Source: an optimization exercise on an open RTL-to-GDS flow (aim: small area, a short achievable clock period and few clock cycles per item). Production flows keep margins and buffers that such runs may drop.
Function was checked by simulation only, so behaviour that the tests miss may differ from the original.
No activity file was given, so power comes from the tool's default toggle rates.

Setup of run 1:
// rosetta_core
module rosetta_core #(
    parameter int num_pe = rosetta_pkg::num_pe,
    parameter int word_w = rosetta_pkg::word_w
) (
    input  logic                          clk,
    input  logic                          rst,
    output logic                          im_ren,
    output rosetta_pkg::pc_t              im_raddr,
    input  rosetta_pkg::inst_t            im_rdata,
    output logic                          pam_x_ren,
    output rosetta_pkg::row_addr_t        pam_x_raddr,
    input  logic [num_pe-1:0]             pam_x_rdata,
    output logic                          am_x_ren,
    output rosetta_pkg::row_addr_t        am_x_raddr,
    input  logic [num_pe*word_w-1:0]      am_x_rdata,
    output logic                          bm_ren,
    output rosetta_pkg::row_addr_t        bm_raddr,
    input  logic [num_pe*word_w-1:0]      bm_rdata,
    output logic                          wm_ren,
    output rosetta_pkg::waddr_t           wm_raddr,
    input  logic [num_pe*word_w-1:0]      wm_rdata,
    output logic                          am_r_wen,
    output rosetta_pkg::row_addr_t        am_r_waddr,
    output logic [num_pe*word_w-1:0]      am_r_wdata,
    output logic                          done
);
    logic [$clog2(num_pe)-1:0]  e1_k;
    logic                       e1_empty;
    logic                       e1_first;
    logic [word_w-1:0]          act_elem;
    core_sequencer #(
        .num_pe(num_pe)
    ) sequencer_inst (
        .clk         (clk),
        .rst         (rst),
        .im_ren      (im_ren),
        .im_raddr    (im_raddr),
        .im_rdata    (im_rdata),
        .pam_x_ren   (pam_x_ren),
        .pam_x_raddr (pam_x_raddr),
        .pam_x_rdata (pam_x_rdata),
        .am_x_ren    (am_x_ren),
        .am_x_raddr  (am_x_raddr),
        .bm_ren      (bm_ren),
        .bm_raddr    (bm_raddr),
        .wm_ren      (wm_ren),
        .wm_raddr    (wm_raddr),
        .am_r_wen    (am_r_wen),
        .am_r_waddr  (am_r_waddr),
        .done        (done),
        .e1_k        (e1_k),
        .e1_empty    (e1_empty),
  ...
For scale: ~3100 cells after synthesis, ~420 flip-flops, ~340 I/O pins, roughly 0.030 mm^2 of cells after synthesis.
clock: 9.0 ns
lec_check: 0
cap_margin: 20
core_margin: 2
core_utilization: 55
setup_slack_margin: 5
slew_margin: 20
standard.sh (not shown) runs the stock make flow with config.mk's settings and CLKGATE_MAP_FILE= SYNTH_SCRIPT=/design/flow/synth_recipe.tcl, a recipe that flattens the netlist after the stock synthesis.
==> flow/flow/run.sh <==
#!/bin/bash
# The standard layout, with plain buf_1 cells as the port buffers instead of the
# delay buffers buffer_ports picks by itself. The whole make output goes to layout.log.
set -euo pipefail
bash standard.sh "BUFFER_PORTS_ARGS=-buffer_cell sky130_fd_sc_hd__buf_1" finish > layout.log 2>&1
Every stage of the flow completed for run 1, and the final layout passed the timing, design-rule and antenna checks.
Testbench counts of run 1, summed over its fixed seeds: cycles 4,944, items 1,180.
## Diff of input files: run 2 against run 1
- CORE_UTILIZATION now 65, was 55
- TNS_END_PERCENT now 10, previously not set
==> notes.md <==
| clock network power share | higher: run 1 |
Fraction of layout instances using a drive strength above 1 | run 2 below run 1
Run 1 → run 2: final cell count without fillers lost 3.2%; die outline area lost 15%; clock group power lost about 9%; width of the die lost 19 um; complex-gate fraction of the synthesized area neither gained nor lost much.
Diff run 1 -> run 2 | setup slack | increase of 0.022 ns
#### Input delta (run 3 over run 2)
- swapping 65 for 60 in CORE_UTILIZATION
- swapping 10 for 0 in TNS_END_PERCENT
- Taking run 2 as the reference, in run 3 worst hold slack after final layout about even; overall power fell about 0.9%.
- Run 2 has a lower critical path depth than run 3.
- Of run 3 and run 2, the lower routed wire length belongs to run 3.
- Measured against each other, run 3 and run 2 differ in layout buffer count excluding clock buffers, the higher figure coming from run 2.
- The via count of the first global-routing pass of run 2 and that of run 3 are within noise of each other.

* * *

Setup of job 9439:
rosetta_core again, from the RTL that the note above started with.
==> flow/config.mk <==
export PLATFORM = sky130hd
export DESIGN_NAME = rosetta_core
export DESIGN_NICKNAME = rosetta_core
export VERILOG_FILES = /design/flow/design.v
export SDC_FILE = /design/flow/constraint.sdc
export NUM_CORES = 4
export LEC_CHECK = 0
export CAP_MARGIN = 20
export CORE_MARGIN = 2
export CORE_UTILIZATION = 55
export SETUP_SLACK_MARGIN = 5
export SLEW_MARGIN = 20
export TNS_END_PERCENT = 10
==> flow/constraint.sdc <==
create_clock -name core_clock -period 9.0 [get_ports {clk}]
set_input_delay 1.8000 -clock core_clock [delete_from_list [all_inputs] [get_ports {clk}]]
set_output_delay 1.8000 -clock core_clock [all_outputs]
set_load 0.01 [all_outputs]
Scripts as last shown in full above: flow/flow/run.sh
Job 9439 went all the way through synthesis, placement and routing and the layout is clean on timing, DRC and antenna.
Testbench counts of job 9439, summed over its fixed seeds: cycles 4,944, items 1,180.
[inputs] job 9232 vs job 9439
Settings: SETUP_SLACK_MARGIN: 5 -> 4.5; TNS_END_PERCENT: 10 -> unset.
### Flow results
No stage failed in job 9439, and the final checks on the layout all came back clean. The final layout from job 9232, which completed every stage, passed the timing, design-rule and antenna checks at the end of the flow. The worst setup slack before clock tree synthesis number comes out higher for job 9232 vs job 9439. ~same core area in job 9232 and job 9439. Job 9232 -> job 9439: total area of sequential cells flat. The higher number of buffers created by CTS came out of job 9232.
What job 3422 does differently from job 9232 at the input level:
Settings: SETUP_SLACK_MARGIN changed from 4.5 to 5; TNS_END_PERCENT newly set to 0; CTS_CLUSTER_SIZE newly set to 20; CTS_CLUSTER_DIAMETER newly set to 60.
==> comparison <==
- Job 9232 -> job 3422: number of sinks on the clock net flat
- Compare job 3422 and job 9232 | post-route fraction of the period consumed by the critical path lower: job 3422
- Going from job 9232 to job 3422, total met2 wirelength after detailed routing grew by a little under 10%.
- Number of instances resized during post-cts repair: job 3422 > job 9232
- Job 3422 has count of non-filler cells in the finished layout above what job 9232 had.
- The diode insertion count for antenna repair in job 3422 was higher than what job 9232 gave.
- Summary of the comparison: total wire length is higher in job 3422, relative to job 9232.
- Changes observed in job 3422 relative to job 9232: post-layout minimum cycle time dropped 250 ps, cell area climbed about 2.3%.
- Job 3422 ends up with higher part of the power in combinational logic than job 9232 does.
- Pin count of the biggest net entering global routing in job 3422 is 8 above job 9232.
Relative to job 3422, the following input files were edited for job 6346:
Settings: removing CTS_CLUSTER_DIAMETER (formerly 60); removing CTS_CLUSTER_SIZE (formerly 20).
Register area across job 3422 and job 6346: no real change.
[job 6346] count of non-filler cells in the finished layout rose 14 relative to job 3422
From job 3422 to job 6346 the numbers moved as follows: post-cts hold buffer count shows no meaningful change, routed length on met1 rose by about 0.35%, maximum resistive drop on vdd now sits lower.

[static timing again, ports no longer ideal]
The results above use ideal ports. As a check the final layouts listed here were re-extracted and re-timed, cells and wires unchanged.
Step 1, drivers: a clkbuf_16 drives clk and a buf_2 each remaining input, both assumed.
Step 2 moves the port delays by t, midway between the first and last clock arrival at a register: inputs arrive t later, outputs are due t later. That takes back most of the time a late clock gives input paths.
a / b / c = ideal ports / drivers / drivers and shift; a / b = the first two.
run	t, ns	slack for setup (ns)	worst data-port slew with drivers (ns)
run 1	0.667	4.852 / 4.792 / 4.729	0.08
run 2	0.659	4.874 / 4.844 / 4.703	0.12
run 3	0.663	4.844 / 4.807 / 4.716	0.10
job 9439	0.666	4.879 / 4.820 / 4.660	0.11
job 9232	0.651	4.578 / 4.578 / 4.578	0.07
job 3422	0.639	4.833 / 4.797 / 4.793	0.11
job 6346	0.656	4.857 / 4.796 / 4.772	0.11
After both steps every run listed still meets setup and hold. For job 9439, which loses most, drivers alone change the setup slack by -0.059 ns; drivers and shift together by -0.219 ns.
